Source: an optimization exercise on an open RTL-to-GDS flow (aim: small area, a short achievable clock period and few clock cycles per item). Production flows keep margins and buffers that such runs may drop. Only simulation tests tie the RTL to the original design; equivalence was not proved.

**flow/design.v**
```verilog
`default_nettype none
module pp_add #(
	parameter int N = 32
) (
	input  wire logic [N-1:0] a,
	input  wire logic [N-1:0] b,
	input  wire logic         cin,
	output logic [N-1:0]      s,
	output logic              cout
);
	localparam int LV = $clog2(N);
	logic [N-1:0] p0;
	logic [N-1:0] g [0:LV];
	logic [N-1:0] p [0:LV];
	assign p0 = a ^ b;
	assign g[0] = a & b;
	assign p[0] = p0;
	for (genvar l = 0; l < LV; l++) begin : g_lvl
		for (genvar i = 0; i < N; i++) begin : g_bit
			if ((i >> l) & 1) begin : g_node
				localparam int J = ((i >> l) << l) - 1;
				assign g[l+1][i] = g[l][i] | (p[l][i] & g[l][J]);
				assign p[l+1][i] = p[l][i] & p[l][J];
			end else begin : g_pass
				assign g[l+1][i] = g[l][i];
				assign p[l+1][i] = p[l][i];
			end
		end
	end
	logic [N:0] c;
	assign c[0] = cin;
	for (genvar i = 0; i < N; i++) begin : g_c
		assign c[i+1] = g[LV][i] | (p[LV][i] & cin);
	end
	assign s = p0 ^ c[N-1:0];
	assign cout = c[N];
endmodule
`default_nettype wire
`default_nettype none
module newton_sqrt (
	input  wire logic        clk,
	input  wire logic        rst_n,
	input  wire logic        in_valid,
	output logic             in_ready,
	input  wire logic [31:0] in_a,
	input  wire logic [31:0] in_x0,
	output logic             out_valid,
	input  wire logic        out_ready,
	output logic [31:0]      out_root
);
	logic st_idle, st_init, st_mul, st_suba, st_abs, st_div, st_upd, st_out;
	logic [1:0]  step;	 
	logic [5:0]  cnt;	 
	logic        bs1, bs2, bneg;	 
	logic        ge;	 
	logic [31:0] a;
	logic [31:0] x;
	logic [33:0] x3;	 
	logic [63:0] w;	 
	logic [15:0] e;	 
	assign in_ready = st_idle;
	assign out_valid = st_out;
	assign out_root = x;
	logic [5:0]  xlen;
	logic [31:0] xsm;	 
	always_comb begin
		xlen = 6'd0;
		for (int i = 0; i < 32; i++) if (x[i]) xlen = 6'(i + 1);
		xsm[31] = x[31];
		for (int i = 30; i >= 0; i--) xsm[i] = xsm[i+1] | x[i];
	end
	function automatic logic [2:0] booth_dec(input logic [31:0] v, input logic [4:0] j);
		logic [34:0] ext;
		logic [2:0]  bb;
		ext = {2'b00, v, 1'b0};	 
		bb = 3'b000;
		for (int k = 0; k <= 16; k++) if (j == 5'(k)) bb = ext[2*k +: 3];
		booth_dec = {bb[1] ^ bb[0], (bb == 3'b011) || (bb == 3'b100), bb[2] & ~(bb[1] & bb[0])};
	endfunction
	logic        b_neg;
	logic [33:0] b_mag;
	logic [63:0] m_a;
	logic [63:0] m_b;
	logic        m_cin;
	logic [64:0] m_s;
	logic [31:0] q;
	logic [31:0] x_new;
	logic [63:0] m_sum;
	logic        m_cout;
	assign q = {w[48:32], e[15:1]};
	pp_add #(.N(64)) i_madd (.a(m_a), .b(m_b), .cin(m_cin), .s(m_sum), .cout(m_cout));
	always_comb begin
		b_neg = bneg;
		b_mag = ({2'b00, x} & {34{bs1}}) | ({1'b0, x, 1'b0} & {34{bs2}});
		m_a = {w[61:0], 2'b00};
		m_b = {{30{b_neg}}, b_mag ^ {34{b_neg}}};
		m_cin = b_neg;
		if (st_init) begin
			m_a = {31'd0, x, 1'b0};
			m_b = {32'd0, x};
			m_cin = 1'b0;
		end
		if (st_suba) begin
			m_a = w;
			m_b = {16'hFFFF, ~a, 16'hFFFF};
			m_cin = 1'b1;
		end
		if (st_abs) begin
			m_a = {~w[63:32], ~e, 16'hFFFF};
			m_b = '0;
			m_cin = 1'b1;
		end
		if (st_upd) begin
			m_a = {32'd0, q};
			m_b = {32'd0, x ^ {32{ge}}};
			m_cin = 1'b0;
		end
	end
	always_comb begin
		m_s = {m_cout, m_sum};
		if (m_s[32]) x_new = ge ? 32'd0 : 32'hFFFF_FFFF;
		else x_new = ge ? ~m_s[31:0] : m_s[31:0];
	end
	logic [33:0] r4;	 
	logic [34:0] t1, t2, t3;
	logic        f1, f2, f3;	 
	logic [1:0]  qd;
	logic [31:0] r_new;
	assign r4 = {w[31:0], w[63:62]};
	logic [33:0] t1s, t2s, t3s;
	pp_add #(.N(34)) i_d1 (.a(r4), .b(~{2'b00, x}), .cin(1'b1), .s(t1s), .cout(f1));
	pp_add #(.N(34)) i_d2 (.a(r4), .b(~{1'b0, x, 1'b0}), .cin(1'b1), .s(t2s), .cout(f2));
	pp_add #(.N(34)) i_d3 (.a(r4), .b(~x3), .cin(1'b1), .s(t3s), .cout(f3));
	always_comb begin
		t1 = {~f1, t1s};
		t2 = {~f2, t2s};
		t3 = {~f3, t3s};
		qd = {f2, f3 | (f1 & ~f2)};
		if (f3) r_new = t3[31:0];
		else if (f2) r_new = t2[31:0];
		else if (f1) r_new = t1[31:0];
		else r_new = r4[31:0];
	end
	logic        can16;
	logic        can4;
	logic [31:0] r16;
	logic [31:0] rs4;
	always_comb begin
		logic bad16, bad4;
		r16 = {w[15:0], w[63:48]};
		rs4 = {w[27:0], w[63:60]};
		bad16 = |w[31:16];
		bad4 = |w[31:28];
		for (int i = 0; i <= 31; i++) begin
			if (r16[i] && !((i + 1 <= 31) ? xsm[i+1] : 1'b0)) bad16 = 1'b1;
			if (rs4[i] && !((i + 1 <= 31) ? xsm[i+1] : 1'b0)) bad4 = 1'b1;
		end
		can16 = !bad16 && (cnt >= 6'd17);
		can4 = !bad4 && (cnt >= 6'd5);
	end
	logic mul_last, div_last, x_zero, last_step;
	assign mul_last = (cnt[4:0] == 5'd0);
	assign div_last = (cnt[5:1] == 5'd0);
	assign x_zero = ~xsm[0];
	assign last_step = (step == 2'd3);
	always_ff @(posedge clk or negedge rst_n) begin
		if (!rst_n) begin
			st_idle <= 1'b1;
			st_init <= 1'b0;
			st_mul <= 1'b0;
			st_suba <= 1'b0;
			st_abs <= 1'b0;
			st_div <= 1'b0;
			st_upd <= 1'b0;
			st_out <= 1'b0;
		end else begin
			st_idle <= (st_idle & ~in_valid) | (st_out & out_ready);
			st_init <= (st_idle & in_valid) | (st_upd & ~last_step);
			st_mul <= (st_init & ~x_zero) | (st_mul & ~mul_last);
			st_suba <= st_mul & mul_last;
			st_abs <= st_suba & ~m_s[64];
			st_div <= (st_suba & m_s[64]) | st_abs | (st_div & ~div_last);
			st_upd <= st_div & div_last;
			st_out <= (st_init & x_zero) | (st_upd & last_step) | (st_out & ~out_ready);
		end
	end
	always_ff @(posedge clk) begin
		if (st_idle) begin
			a <= in_a;
			x <= in_x0;
			step <= 2'd0;
		end
		if (st_upd) begin
			x <= x_new;
			step <= step + 1'b1;
		end
		if (st_init) begin
			cnt <= {1'b0, xlen[5:1]};
			{bs1, bs2, bneg} <= booth_dec(x, xlen[5:1]);
			x3 <= m_s[33:0];
			w <= '0;
		end
		if (st_mul) begin
			cnt <= cnt - 1'b1;
			{bs1, bs2, bneg} <= booth_dec(x, 5'(cnt - 1'b1));
			w <= m_s[63:0];
		end
		if (st_suba) begin
			ge <= m_s[64];
			cnt <= 6'd63;
			w <= {m_s[63:32], 32'd0};
			e <= m_s[31:16];
		end
		if (st_abs) begin
			w[63:32] <= m_s[63:32];
			e <= m_s[31:16];
		end
		if (st_div) begin
			if (can16) begin
				w <= {w[47:32], e, r16};
				e <= 16'd0;
				cnt <= cnt - 6'd16;
			end else if (can4) begin
				w <= {w[59:32], e[15:12], rs4};
				e <= {e[11:0], 4'd0};
				cnt <= cnt - 6'd4;
			end else begin
				w <= {w[61:32], e[15:14], r_new};
				e <= {e[13:0], qd};
				cnt <= cnt - 6'd2;
			end
		end
	end
endmodule
`default_nettype wire
```
**flow/run.sh**
```bash
#!/bin/bash
# synth_recipe.tcl (not shown) runs the flow's synth.tcl, then flattens the netlist and writes it again
# the make line also repeats each setting of config.mk as NAME=value (left out here)
make -C /OpenROAD-flow-scripts/flow DESIGN_CONFIG=/design/flow/config.mk WORK_HOME=/design/flow/orfs CLKGATE_MAP_FILE= SYNTH_SCRIPT=/design/flow/synth_recipe.tcl finish
```
**flow/constraint.sdc**
```tcl
create_clock -name core_clock -period 8.0 [get_ports {clk}]
set_input_delay 1.6000 -clock core_clock [delete_from_list [all_inputs] [get_ports {clk}]]
set_output_delay 1.6000 -clock core_clock [all_outputs]
set_load 0.01 [all_outputs]
```
**flow/config.mk**
```make
export PLATFORM = sky130hd
export DESIGN_NAME = newton_sqrt
export DESIGN_NICKNAME = newton_sqrt
export VERILOG_FILES = /design/flow/design.v
export SDC_FILE = /design/flow/constraint.sdc
export NUM_CORES = 4
export LEC_CHECK = 0
export CAP_MARGIN = 20
export CORE_MARGIN = 5
export CORE_UTILIZATION = 40
export SLEW_MARGIN = 20
```
==> flow_summary.json, run 1 <==
{
  "hp-class": "reg2reg",
  "synthTopCellsByCount": "nand2_1, o21ai_0, a21oi_1",
  "cp_slowest_cell": "dfrtp_4",
  "whs_ns": 0.5253,
  "row_count": 86,
  "postPlaceCellArea_um2": 23860,
  "die_x_um": 245.9,
  "drt-initial-drc-count": 2591,
  "via_per_inst": 6.559,
  "antenna_found_initial": 4,
  "ys_top_cells_by_area": "edfxtp_1, ha_1, mux2i_1",
  "fp.dieArea_um2": 60460,
  "yosys.area.top_type": "edfxtp_1",
  "worst_slack_ns": 1.708,
  "synth_most_common_cell": "nand2_1",
  "clk_latency_ns": 0.52,
  "grt_max_degree": 71,
  "maxCapViolCount": 0,
  "totalWireLength_um": 93300,
  "dp.cells": 3394,
  "crit_required_ns": 8.25,
  "ys_ff_latch": 198,
  "setup_tns_ns": 0,
  "slew_headroom_pct": 31.05,
  "async_reset_ff_share_pct": 4.040,
  "ant_nets": 0,
  "grt_setup_unrepaired": "false",
  "status": "complete, no violations",
  "clkTransAtPathRegs_ns": 0.07,
  "cpMostUsedCell": "nor2_1",
  "ys_seq_area_share_pct": 26.54,
  "wl_per_cell_um": 27.23,
  "start_util_pct": 40.40,
  "cts_tree": "built",
  "vias": 22470,
  "yosysWarnings": 7,
  "drc": 0,
  "grt_pass1_wl_um": 135700,
  "num-nets-final": 2913,
  "synth.distinct_cells": 87,
  "max-clock-path-buffers": 2,
  "worst_ep_arrival_time_ns": 6.55,
  "worstSetupEndpointType": "flop",
  "drive_gt1_share_pct": 6.311,
  "synth_top_area_share_pct": 25.63,
  "io_buffers": 101,
  "postSynthNetCount": 2930,
  "crit_chain": "buf_4 -> mux2i_1 -> nor2_1 -> a21oi_1 -> nor2_1 -> a21oi_1 -> o21ai_0 -> ha_1 -> and4_1 -> o2111ai_1 -> a211oi_1 -> o21ai_1 -> a31oi_1 -> mux2_2 -> nor2_2 -> inv_1 -> nor2_1 -> xnor2_1 -> mux2_2",
  "pin_count": 102,
  "clock-sinks": 198,
  "fin_crit_ns": 6.292,
  "synth_flop_cell": "edfxtp_1",
  "htree_levels": 4,
  "stdcell_count": 3426,
  "avgSynthCellArea_um2": 8.299,
  "fp.dieH_um": 245.9,
  "area.growth.synth_to_final_pct": 9.905,
  "fin_area_um2": 24460,
  "tightest_slew_ns": 1.027,
  "finClkSkew_ns": 0.02667,
  "final_hold_viol_count": 0,
  "firstDrtPassIters": 6,
  "grt_pass1_vias": 20960,
  "cts_buffers": 17,
  "overflow": 0,
  "critPathMaxStageDelay_ns": 0.90,
  "timing.fmax_mhz": 158.9,
  "critPathTopFamily": "compound AO/OA/AOI/OAI gates",
  "cp-start-kind": "flop",
  "root_buffer": "clkbuf_16",
  "n_antenna_cell": 0,
  "core-area_um2": 55090,
  "final_max_slew_viol_count": 0,
  "syn_inst": 2682,
  "dpl.hpwl_um": 68420,
  "setup_violations": 0,
  "synth_edf_count": 190,
  "path_class": "reg2reg",
  "min_period_over_period_pct": 78.65,
  "post_cts_buffers": 0,
  "grtUsageTotal_pct": 29.70,
  "netlist_area_um2": 22260,
  "cts-hold-fix-buffers": 0,
  "critPathMaxFanout": 57,
  "cts_resized": 0,
  "cp_num_buf_inv": 2,
  "gp_congestion": 0.9991,
  "post-place-ws_ns": 1.864
}
==> placed cells by master (no fill, tap or decap), types with 41 or more instances in the layout <==
master,count
a21oi_1,202
o22ai_1,79
a221oi_1,53
nand2_1,235
ha_1,179
mux2i_1,127
edfxtp_1,190
a21o_1,46
o211ai_1,48
xnor2_1,128
inv_1,140
o21ai_0,224
xor2_1,76
nand3_1,41
clkdlybuf4s50_1,101
nor3_1,44
nor2_1,165
a31oi_1,54
buf_4,46
mux2_2,45
==> cell families after synthesis <==
| logic type | after synthesis | synth area share [%] |
|---|---|---|
| AOI/OAI and AO/OA | 958 | 27.99 |
| and+or+nand+nor | 644 | 13.59 |
| buffers and inverters | 326 | 5.706 |
| xor gates and xnor gates | 204 | 8.027 |
| DFF | 198 | 26.54 |
| adders and majority gates | 180 | 10.15 |
| muxes | 172 | 7.988 |
==> worst min-delay path, cell delays in order (launching register included) <==
cell	delay, ns
dfrtp_1	0.36
nand2_1	0.05
o21ai_0	0.07
==> per-layer routing <==
| layer | share of wire (%) | vias to the layer above | track usage [%] | wire length, µm |
|---|---|---|---|---|
| li1 | - | 10070 | - | - |
| met4 | 6.3 | 2 | 16.51 | 5871 |
| met1 | 41 | 10810 | 39.77 | 38230 |
| met2 | 43 | 1294 | 45.23 | 40330 |
| met3 | 9.5 | 297 | 5.478 | 8854 |
| met5 | 0.014 | - | 0 | 13 |
==> registers in the layout (all words and copies together) (netlist names), 2 cells and up <==
register  cells
w            64
e            16
x            32
a            32
cnt           6
step          2
x3           34
==> through the flow <==
step,utilization [%]
after floorplan,-
after global placement,43.31
after detailed placement,43.31
after CTS,44.40
after global routing,44.40
final,44.40
==> cell type report <==
type / count / area, µm²
Fill cell: 5525 / 30630
Multi-Input combinational cell: 2158 / 15120
Sequential cell: 198 / 5916
Timing Repair Buffer: 147 / 1356
Tap cell: 748 / 935.9
Inverter: 143 / 536.8
Clock buffer: 20 / 436.7
Clock inverter: 12 / 165.2
==> final timing paths <==
| path | start | endpoint | slack [ns] | depth (start not counted) |
|---|---|---|---|---|
| worst max-delay path | st_init | x[9] | 1.71 | 19 |
| worst max register to register | st_init | x[9] | 1.71 | 19 |
| min in group asynchronous | rst_n | st_out | 1.48 | 1 |
| max in group asynchronous | rst_n | st_suba | 6.07 | 1 |
| worst min-delay path | st_out | st_idle | 0.53 | 2 |
| worst min register to register | st_out | st_idle | 0.53 | 2 |
Testbench counts, summed over its fixed seeds: cycles 110,236, items 1,024.
==> run 2, diff against run 1 <==
--- a/flow/config.mk
+++ b/flow/config.mk
@@ -9,3 +9,4 @@
 export CORE_MARGIN = 5
 export CORE_UTILIZATION = 40
+export SETUP_SLACK_MARGIN = 4.2
 export SLEW_MARGIN = 20
==> run 2 against run 1 <==
Still clean. Non-clock buffer count is 437 higher. Cell count rose by 13%. First-iteration DRC count grew 27%. Maximum frequency up 39%. Register-to-register slack improved by 1.8 ns. Global-route usage up 4.5 points. Sequential share of layout area decreased by 5.5 points. Critical path depth is 1 higher. Clock skew decreased by 0.0039 ns.
==> flow_summary.json, run 2 <==
{
  "regMostFlops": "w",
  "netlist_area_um2": 22260,
  "tightest_slew_ns": 0.9819,
  "whs_ns": 0.5504,
  "yosys.area.top_type": "edfxtp_1",
  "worstSetupEndpointType": "flop",
  "worstReg2RegStart": "bs1",
  "synth_edf_count": 190,
  "drive_gt1_share_pct": 30.64,
  "top_regs": "w (64), x3 (34)",
  "synth_fa_ha_area_share_pct": 10.15,
  "fillers": 4678,
  "row_count": 86,
  "worst_ep_arrival_time_ns": 4.77,
  "fin_util_pct": 57.59,
  "layout_common_cells": "buf_4, nand2_1, edfxtp_1, ha_1, a21oi_1",
  "status": "complete, no violations",
  "finClkSkew_ns": 0.02281,
  "min_period_over_period_pct": 56.40,
  "synthTopCellsByCount": "nand2_1, o21ai_0, a21oi_1",
  "critPathTopFamily": "compound AO/OA/AOI/OAI gates",
  "final_hold_viol_count": 0,
  "gp_congestion": 1.024,
  "hp-class": "reg2reg",
  "grt_pass1_vias": 23870,
  "root_buffer": "clkbuf_16",
  "core-area_um2": 55090,
  "setup_violations": 0,
  "crit_chain": "buf_6 -> buf_16 -> a221oi_2 -> a31oi_1 -> o21ai_1 -> nand2_1 -> o21ai_1 -> ha_2 -> buf_4 -> buf_6 -> a21oi_4 -> o211ai_1 -> o21ai_4 -> buf_6 -> nand3_4 -> a21boi_2 -> xor2_2 -> nor2_1 -> a211oi_2 -> o221ai_1",
  "cts_tree": "built",
  "critPathMaxStageDelay_ns": 0.48,
  "setup_tns_ns": 0,
  "clk_latency_ns": 0.52,
  "synth_most_common_cell": "nand2_1",
  "yosysWarnings": 7,
  "overflow": 0,
  "grtUsageTotal_pct": 34.24,
  "stdcell_count": 3875,
  "avgSynthCellArea_um2": 8.299,
  "syn_inst": 2682,
  "die_x_um": 245.9,
  "crit_required_ns": 8.25,
  "cp_num_buf_inv": 5,
  "synth_compound_area_share_pct": 27.99,
  "fp.dieH_um": 245.9,
  "grt_setup_unrepaired": "true",
  "dpl.hpwl_um": 68740,
  "synth_flop_cell": "edfxtp_1",
  "synth_top_family_by_area": "compound AO/OA/AOI/OAI gates",
  "ys_top_cells_by_area": "edfxtp_1, ha_1, mux2i_1",
  "fin_area_um2": 31730,
  "dp.cells": 3394,
  "clock-sinks": 198,
  "r2r_cells": 20,
  "seq_area_um2": 5922,
  "htree_levels": 4,
  "synthMuxAreaShare_pct": 7.988,
  "async_reset_ff_share_pct": 4.040,
  "area.growth.synth_to_final_pct": 42.55,
  "crit_start": "bs1",
  "synth.distinct_cells": 87,
  "min_from": "st_out",
  "cp_num_cells": 20,
  "multi_input_area_um2": 17760,
  "fin_crit_ns": 4.512,
  "final_max_slew_viol_count": 0,
  "grt_pass1_wl_um": 155700,
  "clkTransAtPathRegs_ns": 0.10,
  "num-nets-final": 3358,
  "wl_per_cell_um": 29.10,
  "cp-start-kind": "flop",
  "start_util_pct": 40.40,
  "cts-hold-fix-buffers": 0,
  "synth_top_area_share_pct": 25.63,
  "path_class": "reg2reg",
  "ys_seq_area_share_pct": 26.54,
  "critPathMaxFanout": 6,
  "max-clock-path-buffers": 2,
  "timing.fmax_mhz": 221.6,
  "fp.dieArea_um2": 60460,
  "maxCapViolCount": 0,
  "ys_ff_latch": 198,
  "pin_count": 102,
  "grt_max_degree": 50,
  "antenna_found_initial": 5,
  "cts_buffers": 17,
  "drc": 0,
  "drt-initial-drc-count": 3290,
  "worst_slack_ns": 3.488,
  "post-place-ws_ns": 1.970,
  "vias": 25900,
  "yosys.area_share.simple_pct": 13.59,
  "synth_xor_area_share_pct": 8.027,
  "via_per_inst": 6.685,
  "cpMostUsedCell": "buf_6",
  "io_buffers": 101,
  "postSynthNetCount": 2930,
  "postPlaceCellArea_um2": 24010,
  "slew_headroom_pct": 34.31,
  "firstDrtPassIters": 7,
  "largest_register_ffs": 64,
  "ant_nets": 0,
  "cp_slowest_cell": "edfxtp_1",
  "final_common_cell": "buf_4",
  "hold_depth": 2,
  "totalWireLength_um": 112800
}
-- run 2: cell counts after synthesis --
No cell type changed its count.
-- run 2: kinds of logic (layout without fill, tap and decap cells) --
logic type	Yosys count	count (layout)
compound gates	958	963
flops	198	198
simple gates	644	646
mux	172	172
other cells	0	4
buf+inv	326	760
fa+ha+maj	180	180
xor+xnor	204	204
-- run 2: path summary, 6_finish.rpt --
kind                            to  slack (ns)
hold reg to reg            st_idle        0.55
setup / recovery             w[27]        3.49
hold / removal             st_idle        0.55
setup reg to reg             w[27]        3.49
min in group asynchronous   st_div        1.54
max in group asynchronous   st_abs        5.89
-- run 2: final cells by class --
class                   instances  share of cell area (%)
repair buffers                584                   18.63
repair inverters                1                 0.02366
diodes                          4                 0.03155
inverters                     143                   1.861
flip-flops and latches        198                   18.66
well taps                     748                   2.950
clock inverters                14                  0.5087
clock buffers                  18                   1.353
multi-input cells            2165                   55.98
-- run 2: timing repair --
| item | 4_1_cts | 5_1_grt |
|---|---|---|
| cloned | 22 | 5 |
| gates resized for setup | 376 | 325 |
| endpoints found under the setup margin | 150 | 141 |
| pin swaps | 144 | 170 |
| buffers inserted | 272 | 146 |
-- run 2: metal layers --
metal	up-vias	share of wire, %	track usage [%]	wire length (µm)
met3	681	13	10.28	14420
li1	11000	-	-	-
met1	12230	36	41.86	40310
met5	-	0.0089	0	10
met2	1994	42	52.46	47250
met4	2	9.6	22.12	10770
-- run 2: tightest hold or removal path: stages (launching register included) --
cell and delay (ns):
dfrtp_1 0.38, nand2_1 0.06, o21ai_0 0.07

-- port drivers added, routing unchanged --
The results above use ideal ports. As a check the final layouts listed here were re-extracted and re-timed, cells and wires unchanged.
Step 1 (the two cells are an assumption about what drives the block):
set clk [get_ports {clk}]
set_driving_cell -lib_cell sky130_fd_sc_hd__clkbuf_16 $clk
set_driving_cell -lib_cell sky130_fd_sc_hd__buf_2 [delete_from_list [all_inputs] $clk]
Step 2 times the ports against the registers' clock, not the clock port: input delays grow and output delays shrink by t, the midpoint of the rising clock arrivals with the driver on.
Slacks: ideal ports / drivers / drivers and shift; pairs: ideal ports / drivers.
run	shift t [ns]	setup slack, ns	worst setup path at the end	latest minus earliest clock arrival (ns)	worst data-port slew with drivers (ns)
run 1	0.565	1.708 / 1.708 / 1.708	register to register	0.027 / 0.027	0.04
run 2	0.575	3.488 / 3.488 / 3.488	register to register	0.023 / 0.023	0.06
After both steps every run listed still meets setup and hold.
